Source: an optimization exercise on an open RTL-to-GDS flow (aim: small area). Production flows keep margins and buffers that such runs may drop.
In this exercise RTL edits were held to simulation tests only and were not proved equivalent to the original.
Power figures rest on the tool's default switching activity, not on a simulated workload.

<file path="flow/design.v">
package fir_avg_pkg;
  localparam int W_DEF     = 24;
  localparam int LOG2N_DEF = 4;
  localparam int CH_DEF    = 2;
  localparam int ACC_W_DEF = W_DEF + LOG2N_DEF;
  typedef logic signed [ACC_W_DEF-1:0] acc_def_t;
endpackage
module fir_avg_delay_line
#(
  parameter int W     = fir_avg_pkg::W_DEF,
  parameter int LOG2N = fir_avg_pkg::LOG2N_DEF,
  parameter int CH    = fir_avg_pkg::CH_DEF
) (
  input  logic            clk,
  input  logic            reset,
  input  logic            we,
  input  logic            hold,
  input  logic [CH*W-1:0] din_n,
  output logic [CH*W-1:0] newest_n,
  output logic [CH*W-1:0] oldest_raw,
  output logic            inv
);
  localparam int N = 1 << LOG2N;
  logic [CH*W-1:0]        sr0_n_q;  
  logic [CH*W-1:0]        sr0_n_d;
  logic [N-1:1][CH*W-1:0] sr_q;     
  logic [N-1:1][CH*W-1:0] sr_d;
  logic [N-1:1][CH*W-1:0] sr_in;    
  logic                   inv_q;
  always_ff @(posedge clk or posedge reset) begin
    if (reset) inv_q <= 1'b0;
    else       inv_q <= ~inv_q;
  end
  fir_avg_sel0_n #(.WIDTH(CH*W)) u_sel0 (
    .d0_n (din_n),
    .s1_n (~hold),
    .d1   (sr0_n_q),
    .y    (sr0_n_d)
  );
  assign sr_in[1] = ~sr0_n_q ^ {(CH*W){inv_q}};
  for (genvar k = 2; k < N; k++) begin : g_in
    assign sr_in[k] = sr_q[k-1];
  end
  fir_avg_sel_n #(.WIDTH((N-1)*CH*W)) u_sel (
    .s0_n (~we),
    .d0   (sr_in),
    .s1_n (~hold),
    .d1   (sr_q),
    .y_n  (sr_d)
  );
  always_ff @(posedge clk) begin
    sr0_n_q <= sr0_n_d;
    sr_q  <= sr_d;
  end
  assign newest_n   = sr0_n_q;
  assign oldest_raw = sr_q[N-1];
  assign inv        = inv_q;
endmodule
module fir_avg_sel0_n
#(
  parameter int WIDTH = 1
) (
  input  logic [WIDTH-1:0] d0_n,
  input  logic             s1_n,
  input  logic [WIDTH-1:0] d1,
  output logic [WIDTH-1:0] y
);
  assign y = d0_n & ({WIDTH{s1_n}} | d1);
endmodule
module fir_avg_sel_n
#(
  parameter int WIDTH = 1
) (
  input  logic             s0_n,
  input  logic [WIDTH-1:0] d0,
  input  logic             s1_n,
  input  logic [WIDTH-1:0] d1,
  output logic [WIDTH-1:0] y_n
);
  assign y_n = ~(({WIDTH{s0_n}} | d0) & ({WIDTH{s1_n}} | d1));
endmodule
module fir_avg_multi
#(
  parameter int W     = fir_avg_pkg::W_DEF,
  parameter int LOG2N = fir_avg_pkg::LOG2N_DEF,
  parameter int CH    = fir_avg_pkg::CH_DEF
) (
  input  logic            clk,
  input  logic            reset,
  input  logic            isValid,
  input  logic            flush,
  input  logic            bypass,
  input  logic [CH*W-1:0] dataIn,
  output logic [CH*W-1:0] dataOut,
  output logic            outValid,
  output logic            filled
);
  localparam int N  = 1 << LOG2N;
  localparam int AW = W + LOG2N;
  localparam int CIA_BLK = 8;
  logic            accept;
  logic [CH*W-1:0] din_g;       
  logic [CH*W-1:0] newest_n;
  logic [CH*W-1:0] oldest_raw;
  logic            inv;
  logic [LOG2N-1:0] cnt_q;
  logic             filled_q;
  logic             vld_q;
  logic             zero_q;     
  logic             sel_avg_q;  
  logic             sel_smp_q;  
  assign accept = isValid & ~flush;
  assign din_g  = {(CH*W){isValid}} & dataIn;
  fir_avg_delay_line #(
    .W     (W),
    .LOG2N (LOG2N),
    .CH    (CH)
  ) u_delay_line (
    .clk        (clk),
    .reset      (reset),
    .we         (isValid),
    .hold       (~isValid),
    .din_n      (~din_g),
    .newest_n   (newest_n),
    .oldest_raw (oldest_raw),
    .inv        (inv)
  );
  always_ff @(posedge clk or posedge reset) begin
    if (reset) begin
      cnt_q     <= '0;
      filled_q  <= 1'b0;
      vld_q     <= 1'b0;
      zero_q    <= 1'b1;
      sel_avg_q <= 1'b0;
      sel_smp_q <= 1'b0;
    end else begin
      vld_q  <= accept;
      zero_q <= flush;
      if (flush) begin
        cnt_q     <= '0;
        filled_q  <= 1'b0;
        sel_avg_q <= 1'b0;
        sel_smp_q <= 1'b0;
      end else if (accept) begin
        cnt_q     <= cnt_q + LOG2N'(1);
        sel_avg_q <= ~bypass;
        sel_smp_q <= bypass;
        if (cnt_q == LOG2N'(N-1)) filled_q <= 1'b1;
      end
    end
  end
  assign outValid = vld_q;
  assign filled   = filled_q;
  for (genvar c = 0; c < CH; c++) begin : g_ch
    logic                 smp_v;
    logic                 old_v;
    logic        [W-1:0]  smp_o;
    logic        [W-1:0]  old_o;
    logic        [AW-1:0] acc_n_q;    
    logic signed [AW-1:0] acc_nxt;
    assign smp_v = isValid;
    assign old_v = isValid & filled_q;
    assign smp_o = {~din_g[c*W+W-1], din_g[c*W +: W-1]};
    logic old_v1, old_v0;
    logic [W-1:0] old_raw, old_t;
    assign old_v1  = old_v & ~inv;
    assign old_v0  = old_v & inv;
    assign old_raw = oldest_raw[c*W +: W];
    assign old_t   = ({W{old_v1}} & old_raw) | ({W{old_v0}} & ~old_raw);
    assign old_o   = {~old_t[W-1], old_t[W-2:0]};
    logic [AW-1:0] op_a, op_b, op_c, cs_s, cs_c;
    assign op_a = ~(acc_n_q | {AW{zero_q}});
    assign op_b = {{LOG2N{1'b0}}, smp_o};
    assign op_c = ~{{LOG2N{1'b0}}, old_o};
    assign cs_s = op_a ^ op_b ^ op_c;
    assign cs_c = (op_a & op_b) | (op_a & op_c) | (op_b & op_c);
    localparam int NB = (AW + CIA_BLK - 1) / CIA_BLK;
    logic [AW-1:0] cp_a, cp_b;
    logic [AW-1:0] s0;      
    logic [AW-1:0] ones;    
    logic [NB:0]   cb;      
    assign cp_a  = cs_s;
    assign cp_b  = {cs_c[AW-2:0], 1'b1};
    assign cb[0] = 1'b0;
    for (genvar j = 0; j < NB; j++) begin : g_blk
      localparam int LO = j * CIA_BLK;
      localparam int HI = (LO + CIA_BLK < AW) ? LO + CIA_BLK : AW;
      logic [HI-LO:0] rc;
      assign rc[0] = 1'b0;
      for (genvar i = LO; i < HI; i++) begin : g_bit
        assign s0[i]      = cp_a[i] ^ cp_b[i] ^ rc[i-LO];
        assign rc[i-LO+1] = (cp_a[i] & cp_b[i]) | (rc[i-LO] & (cp_a[i] ^ cp_b[i]));
        if (i == LO) begin : g_first
          assign ones[i] = 1'b1;
        end else begin : g_next
          assign ones[i] = &s0[i-1:LO];
        end
        assign acc_nxt[i] = s0[i] ^ (cb[j] & ones[i]);
      end
      assign cb[j+1] = rc[HI-LO] | (cb[j] & (&s0[HI-1:LO]));
    end
    always_ff @(posedge clk) begin
      acc_n_q <= ~acc_nxt;
    end
    assign dataOut[c*W +: W] = ({W{sel_avg_q}} & ~acc_n_q[AW-1:LOG2N])
                             | ({W{sel_smp_q}} & ~newest_n[c*W +: W]);
  end
endmodule
</file>
<file path="flow/flow/run.sh">
#!/bin/bash
# Layout flow: the standard ORFS flow (standard.sh, unchanged synthesis,
# floorplan, power grid and tap cells), with two settings of its own:
#  - port buffers are the smallest buffer (buf_1) instead of the flow's pick;
#  - clock tree: clkbuf_8 buffers in clusters of at most 20 sinks within
#    60 um, and no dummy loads at the leaves.
# make's full output goes to flow_make.log here; ORFS's per-step logs stay
# under orfs/logs/.
set -euo pipefail
bash standard.sh \
  BUFFER_PORTS_ARGS="-buffer_cell sky130_fd_sc_hd__buf_1" \
  CTS_ARGS="-sink_clustering_enable -repair_clock_nets -dont_use_dummy_load -buf_list sky130_fd_sc_hd__clkbuf_4 -sink_clustering_size 12 -sink_clustering_max_diameter 40" \
  finish > flow_make.log 2>&1
</file>
<file path="flow/standard.sh">
#!/bin/bash
# synth_recipe.tcl (not shown) runs the flow's synth.tcl, then flattens the netlist and writes it again
# the make line also repeats each setting of config.mk as NAME=value (left out here)
make -C /OpenROAD-flow-scripts/flow DESIGN_CONFIG=/design/flow/config.mk WORK_HOME=/design/flow/orfs CLKGATE_MAP_FILE= SYNTH_SCRIPT=/design/flow/synth_recipe.tcl "${@:-finish}"
</file>
<file path="flow/config.mk">
export PLATFORM = sky130hd
export DESIGN_NAME = fir_avg_multi
export DESIGN_NICKNAME = fir_avg_multi
export VERILOG_FILES = /design/flow/design.v
export SDC_FILE = /design/flow/constraint.sdc
export NUM_CORES = 4
export LEC_CHECK = 0
export CAP_MARGIN = 20
export CORE_MARGIN = 2
export CORE_UTILIZATION = 70
export PLACE_DENSITY = 0.8
export SLEW_MARGIN = 20
export SYNTH_HIERARCHICAL = 1
export SYNTH_MINIMUM_KEEP_SIZE = 0
</file>
<file path="flow/constraint.sdc">
create_clock -name core_clock -period 7.0 [get_ports {clk}]
set_input_delay 1.4000 -clock core_clock [delete_from_list [all_inputs] [get_ports {clk}]]
set_output_delay 1.4000 -clock core_clock [all_outputs]
set_load 0.01 [all_outputs]
</file>
==> results of run 1 <==
-- critical path: stages --
cell and delay (ns):
clkbuf_2 0.23, and2_1 0.29, buf_4 0.16, nand2_1 0.07
fa_1 0.55, fa_1 0.49, fa_1 0.47, fa_1 0.47
fa_1 0.46, fa_1 0.46, fa_1 0.49, fa_1 0.46
and4_1 0.23, a41o_1 0.31, a31o_2 0.27, ha_1 0.19
xor2_1 0.14
-- cells by family after synthesis --
group,count (synthesis),share of synthesized area [%]
buf+inv,299,7.10
mux,2,0.0711
flops,834,59.4
simple gates,203,3.24
fa+ha+maj,107,7.26
compound gates,826,18.7
xor+xnor,136,4.23
-- metal layers --
layer	vias to the layer above	GRT usage [%]	part of all wire, %
li1	8799	-	-
met1	8795	40.2	47
met2	400	43.0	47
met3	92	4.36	4.2
met4	0	7.84	1.9
met5	-	0	0
-- placed cells by master (no fill, tap or decap), types with 3 or more instances in the layout --
cell / instances
buf_4: 36
xor2_1: 65
and2_1: 8
inv_1: 89
nand2_1: 97
diode_2: 5
dfxtp_1: 824
buf_12: 4
nand3_1: 7
nor2_1: 58
o22ai_1: 768
dfrtp_1: 8
nand4_1: 3
buf_1: 101
clkbuf_4: 91
o21a_1: 48
fa_1: 93
xnor2_1: 71
ha_1: 13
and4_1: 3
or2_2: 12
-- power by group --
group | internal [uW] | total [uW] | switching (uW)
combinational | 1050 | 2170 | 1130
clock | 599 | 1970 | 1380
sequential | 5600 | 6120 | 518
total | 7250 | 10300 | 3020
-- cell type report --
class	instances	share of cell area, %
Timing Repair Buffer	142	2.57
Sequential cell	834	58.5
Tap cell	525	2.29
Antenna cell	5	0.0437
Clock buffer	91	2.39
Inverter	91	1.25
Multi-Input combinational cell	1274	32.9
-- sequential cells by signal, summed over array words and instances, names as in the netlist --
register              flops
sel_avg_q                 1
vld_q                     1
filled_q                  1
g_ch.acc_n_q             56
sel_smp_q                 1
u_delay_line.sr_q       720
cnt_q                     4
u_delay_line.sr0_n_q     48
zero_q                    1
u_delay_line.inv_q        1
-- final timing paths --
path                                                  end  depth (start not counted)  slack [ns]
setup / recovery              g_ch[0].acc_n_q[25]$_DFF_P_                         17        0.49
hold reg to reg            u_delay_line.sr_q[602]$_DFF_P_                          1        0.34
hold / removal             u_delay_line.sr_q[602]$_DFF_P_                          1        0.34
max in group asynchronous                zero_q$_DFF_PP1_                          2        6.06
setup reg to reg              g_ch[1].acc_n_q[25]$_DFF_P_                         15        0.57
min in group asynchronous    u_delay_line.inv_q$_DFF_PP0_                          2        0.53
-- stage by stage --
step	setup slack, ns	std cells	setup TNS (ns)	hold slack, ns
6_report	0.494	2962	0	0.343
5_1_grt	0.344	2962	0	0.368
4_1_cts	0.551	2957	0	0.345
3_5_place_dp	-0.260	2866	-1.61	0.432
3_3_place_gp	-0.133	2866	-0.527	0.431
2_1_floorplan	0.00805	2407	0	0.423
==> results.txt, run 1 <==
* Post-CTS Resized at 0
* Finished Cell Area at ~29,000 um2
* Total core area at 39,700 um2
* Detail Route Antenna Nets at 0
* Top-area cell type share of the netlist area at 58.6%
* FMAX at roughly 0.15 GHz
* Cells after Synth at 2,407
* P per Cell Area at 359 nW/um2
* Gr usage total at 27.6%
* Tot Pwr at 10,300 uW
* Crit-path max FO at 7
* First-pass GRT wire length at about 92 mm
* Via Count at 18,086
* Die area at 41,900 um2
* Clock Skew at 0.109 ns
* Crit Path Class: in -> reg
* Initial antenna violation count at 2
* CTS tree: built
* Placer Congestion at between 0.9 and 1
* Hpwl dp at 38.1 mm
* Ys flop type: dfxtp_1
* Library cells used by synthesis at 45
* Initial DRC Count at 1,588
* Most common library cells after synthesis: dfxtp_1 (824), o22ai_1 (768), nand2_1 (97)
* Overflow after GRT at 0
* Clk buf depth at 3
* CTS clk-pin slew, worst paths at 0.11 ns
* VDD IR max at 221 uV
* Pin count of the biggest net entering global routing at 238
* Final Hold Fails at 0
* Area grow syn2layout at 1.60%
* Leakage power at around 0.011 uW
* Drt via density at 6.11
* Ys Warns at 8
* WL per Instance at 19.4 um
* Status: finished clean
* Count leader, synth: dfxtp_1
* Tcrit/Tclk final at between 90% and 100%
* Die Ht at 205 um
* Initial Util at 70.9%
* R2r startpoint: u_delay_line.inv_q$_DFF_PP0_
* Synth async-reset ratio at 1.20%
* Synthesized area at between 20,000 and 30,000 um2
* Worst Setup Start Kind: input port
* Register area share after synthesis at 59.4%
* Mapped Nets at 2,567
* Die W at 205 um
* Dpl cell area at approximately 28,000 um2
* Number of fillers in the final layout at 2,836
* Fin util at 72.0%
* Rel. slew slack at 25.3%
* Min Tclk post-route at 6.51 ns
* CP arrival at 7.15 ns
* Critical path origin: isValid
* Setup repair after global routing missed its margin: false
* H-tree Lvls at 3
* Hold WC Path Type: reg -> reg
* Fin. max-slew vios at 0
* Area of the multi-input gates at 9430 um2
* Area taken by flip-flops and latches at 16,800 um2
* # IOs at ~100
* Nets at 2,594
* Wirelength, routed at 57.6 mm
* Worst-Margin Slew at 1.12 ns
* Clk Latency, worst-skew pair at 0.83 ns
* Avg Inst Size Synth at 11.7 um2
* Synth area leader: dfxtp_1
* Vias in the first global route at 17,488
* # hold bufs at CTS at 0
* DRC at 0
* CTS sink count at about 830
* Number of detailed-route iterations in the first pass at 5
* CP Data Required Time at between 7 and 8 ns
* Cts bufs inserted at 91
* Synth top area cells: dfxtp_1 (59%), o22ai_1 (17%), fa_1 (6.7%)
* Share of cells above drive strength 1 at 6.58%
* EDFF count, synth at 0
* Postcts setup bufs at 0
* Max-cap viol count at 0
* Endpoints failing setup at 0
* IO Port Bufs at 102
* Num rows at 73
* Flops & latches, synth at 834
* Crit. End Element: register
* Hold wc startpoint: u_delay_line.sr_q[554]$_DFF_P_
* Root buffer cell: clkbuf_4
==> inputs of run 2 (changes only) <==
==> flow/flow/run.sh (replaced) <==
#!/bin/bash
set -euo pipefail
bash standard.sh \
  BUFFER_PORTS_ARGS="-buffer_cell sky130_fd_sc_hd__buf_1" \
  CTS_ARGS="-sink_clustering_enable -repair_clock_nets -dont_use_dummy_load -buf_list sky130_fd_sc_hd__clkbuf_8 -sink_clustering_size 20 -sink_clustering_max_diameter 60" \
  PRE_GLOBAL_PLACE_TCL="$PWD/flow/rm_buf.tcl" \
  finish > flow_make.log 2>&1
==> flow/flow/rm_buf.tcl (new file) <==
# Before global placement: remove the buffers synthesis inserted (the
# timing-driven placement does this itself; this flow places without it).
remove_buffers
--- a/flow/config.mk
+++ b/flow/config.mk
@@ -8,6 +8,7 @@
 export CAP_MARGIN = 20
 export CORE_MARGIN = 2
 export CORE_UTILIZATION = 70
+export GPL_TIMING_DRIVEN = 0
 export PLACE_DENSITY = 0.8
 export SLEW_MARGIN = 20
 export SYNTH_HIERARCHICAL = 1
==> run 2 against run 1 <==
Compared with the run above: register-to-register slack lost 0.20 ns; die area is the same; maximum frequency shrank 4.4%; critical path type unchanged; critical endpoint is now g_ch[1].acc_n_q[25]$_DFF_P_; largest cell class unchanged.
==> results.txt, run 2 <==
* Status: finished clean
* Crit. End Element: register
* Cells after Synth at 2,407
* Worst-Margin Slew at 0.740 ns
* Cell-internal power at 7270 uW
* Rel. slew slack at 50.6%
* # hold bufs at CTS at 0
* Register share of total power at between 50% and 60%
* Hold WC Path Type: reg -> reg
* Wirelength, routed at between 50 and 60 mm
* Final critical-path setup slack at approximately 0.20 ns
* CTS tree: built
* Clk buf depth at 3
* Fin. max-slew vios at 0
* DRC at 0
* Area taken by flip-flops and latches at 16,800 um2
* Endpoints failing setup at 0
* Clk network pwr share at 19.4%
* Most frequent cells in the layout: dfxtp_1 (824), o22ai_1 (768), buf_1 (101)
* Placer Congestion at 0.905
* Die Ht at 205 um
* Ys flop type: dfxtp_1
* P per Cell Area at 354 nW/um2
* Crit-path max FO at 29
* Slowest stage cell, crit path: fa_1
* Root buffer cell: clkbuf_8
* H-tree Lvls at 2
* Synth top area cells: dfxtp_1 (59%), o22ai_1 (17%), fa_1 (6.7%)
* Hpwl dp at 35.2 mm
* Avg Inst Size Synth at 11.7 um2
* Number of detailed-route iterations in the first pass at 5
* Worst Setup Start Kind: input port
* Tot Pwr at 10,200 uW
* Ys Warns at 8
* Die area at 41,900 um2
* Area of the multi-input gates at 9450 um2
* WL per Instance at 18.8 um
* Overflow after GRT at 0
* CP top delay family: adder cells
* Die W at 205 um
* Detail Route Antenna Nets at 0
* Dpl ws at -1.36 ns
* Part of the power in combinational logic at a little over a fifth
* Hold path cells at 1
* Pin count of the biggest net entering global routing at ~170
* # IOs at roughly 100
* Number of fillers in the final layout at approximately 2,800
* VDD IR max at 257 uV
* Commonest non-fill, non-tap cell in the layout: dfxtp_1
* Diodes inserted at 0
* Register-to-register setup slack at between 0.3 and 0.4 ns
* Crit Reg-Reg Endpoint: g_ch[1].acc_n_q[25]$_DFF_P_
* Flops & latches, synth at around 830
* Clk Latency, worst-skew pair at approximately 0.7 ns
* Min Tclk post-route at 6.80 ns
* CTS clk-pin slew, worst paths at 0.11 ns
* Synth area leader: dfxtp_1
* First-pass GRT wire length at 88.5 mm
* Synthesized area at 28,200 um2
* R2r startpoint: u_delay_line.inv_q$_DFF_PP0_
* Critical-path cell list: buf_12 -> buf_16 -> nand2_2 -> nor2_1 -> fa_1 -> inv_1 -> ha_1 -> fa_1 -> fa_1 -> fa_1 -> fa_1 -> fa_1 -> fa_1 -> fa_1 -> a41oi_4 -> and4b_2 -> a31o_2 -> ha_1 -> xor2_1
* CTS sink count at roughly 830
* Largest stage delay, worst path at about 0.57 ns
* Max-cap viol count at 0
* Cts bufs inserted at 50
* IO Port Bufs at between 100 and 150
* Top reg by flops: u_delay_line.sr_q
* Register area share after synthesis at 59.4%
* CP Data Required Time at around 7.5 ns
* CP arrival at 7.34 ns
* Final Hold Fails at 0
* Drt via density at 6.14
* Initial DRC Count at 1,264
* Gr usage total at 26.1%
* Leakage power at 0.0110 uW
* Top-area cell type share of the netlist area at 58.6%
* Count leader, synth: dfxtp_1
* Total core area at 39,700 um2
* Vias in the first global route at roughly 18,000
* Clock Skew at between 0.07 and 0.08 ns
* Most common library cells after synthesis: dfxtp_1 (824), o22ai_1 (768), nand2_1 (97)
* Share of cells above drive strength 1 at 4.55%
* Area grow syn2layout at 2.17%
* Via Count at around 18,000
* Hold Path Sink: u_delay_line.sr_q[97]$_DFF_P_
* Initial Util at 70.9%
* WP depth at 19
* FMAX at 0.147 GHz
* Crit-path most repeated cell: fa_1
* Tcrit/Tclk final at between 90 and 100%
* Sw frac at about 29%
* Number of flip-flops in the largest register at 720
* Num rows at 73
* Crit Path Class: in -> reg
* Switching power total at 2930 uW
* Synth async-reset ratio at 1.20%
* Mapped Nets at 2,567
* Reg2reg path depth at 18
* Nets at 2,534
* Hold wc startpoint: u_delay_line.sr_q[49]$_DFF_P_
* Library cells used by synthesis at 45
* Initial antenna violation count at 2
* Largest regs: u_delay_line.sr_q: 720 flops, g_ch.acc_n_q: 56 flops, u_delay_line.sr0_n_q: 48 flops
* Setup repair after global routing missed its margin: false
* EDFF count, synth at 0
* Buffers and inverters on the worst path at 3
[run 2: logic make-up (layout without fill, tap and decap cells)]
| group | Yosys count | in the layout | synth area share, % |
|---|---|---|---|
| fa+ha+maj | 107 | 107 | 7.26 |
| xor+xnor | 136 | 136 | 4.23 |
| mux | 2 | 2 | 0.0711 |
| flops | 834 | 834 | 59.4 |
| buf+inv | 299 | 264 | 7.10 |
| compound gates | 826 | 826 | 18.7 |
| simple gates | 203 | 203 | 3.24 |
[run 2: worst max path at each step]
stage / start / to
3_3_place_gp: isValid / u_delay_line.sr_q[718]$_DFF_P_
2_1_floorplan: isValid / g_ch[1].acc_n_q[25]$_DFF_P_
4_1_cts: isValid / g_ch[1].acc_n_q[25]$_DFF_P_
6_report: isValid / g_ch[1].acc_n_q[25]$_DFF_P_
5_1_grt: isValid / g_ch[0].acc_n_q[25]$_DFF_P_
3_5_place_dp: isValid / g_ch[1].acc_n_q[25]$_DFF_P_
[run 2: through the flow]
step	setup TNS (ns)	std cells	hold WS (ns)	cell area (um2)	util, %
2_1_floorplan	0	2407	0.423	28200	-
4_1_cts	0	2894	0.401	28700	72.3
3_5_place_dp	-30.94	2842	0.433	28000	70.4
3_3_place_gp	-9537.15	2826	0.431	27600	69.4
5_1_grt	0	2897	0.423	28800	72.4
6_report	0	2897	0.395	28800	72.4
[run 2: layout make-up]
cell class | count | area share (%)
Clock buffer | 50 | 2.39
Inverter | 91 | 1.24
Multi-Input combinational cell | 1274 | 32.8
Sequential cell | 834 | 58.2
Tap cell | 525 | 2.28
Timing Repair Buffer | 123 | 3.05
[run 2: what timing repair did]
action,CTS,global route
setup endpoints to repair,24,4
gates resized for setup,6,6
buffers inserted,1,3
cloned,1,0
pin swaps,0,2
[run 2: routing by layer]
metal  vias to the layer above  track usage (%)  share of wire [%]
li1                       8622                -                  -
met2                       345             40.3                 46
met1                      8707             36.5                 46
met3                       118             4.79                4.9
met5                         -                0              0.044
met4                         4             10.2                3.7
[run 2: power groups by stage]
stage | clock network, uW | logic [uW] | registers (uW)
final | 1980 | 2140 | 6080
after global routing | 2220 | 2400 | 6170
after CTS | 2040 | 2120 | 6070
after detailed placement | 0 | 2100 | 6170
after global placement | 0 | 2090 | 6180
after floorplan | 0 | 1730 | 6030

port drivers added, routing unchanged:
No port has a modelled driver above. Below, the same layouts with a new extraction and two added sets of constraints. Step 1 (the two cells are an assumption about what drives the block):
set clk [get_ports {clk}]
set_driving_cell -lib_cell sky130_fd_sc_hd__clkbuf_16 $clk
set_driving_cell -lib_cell sky130_fd_sc_hd__buf_2 [delete_from_list [all_inputs] $clk]
Step 2 times the ports against the registers' clock, not the clock port: input delays grow and output delays shrink by t, the midpoint of the rising clock arrivals with the driver on. Three values: no drivers, after step 1, after step 2; two values: the first two.
run	t (ns)	slack for setup (ns)	worst setup path after step 2	worst data-port slew with drivers (ns)
run 1	0.835	0.494 / 0.526 / -0.309	input to register	0.04
run 2	0.705	0.197 / 0.191 / -0.514	input to register	0.12
With both steps, setup timing fails in run 1 and run 2, where it was met with ideal ports. For run 1, which loses most, drivers alone change the setup slack by +0.032 ns; drivers and shift together by -0.803 ns.
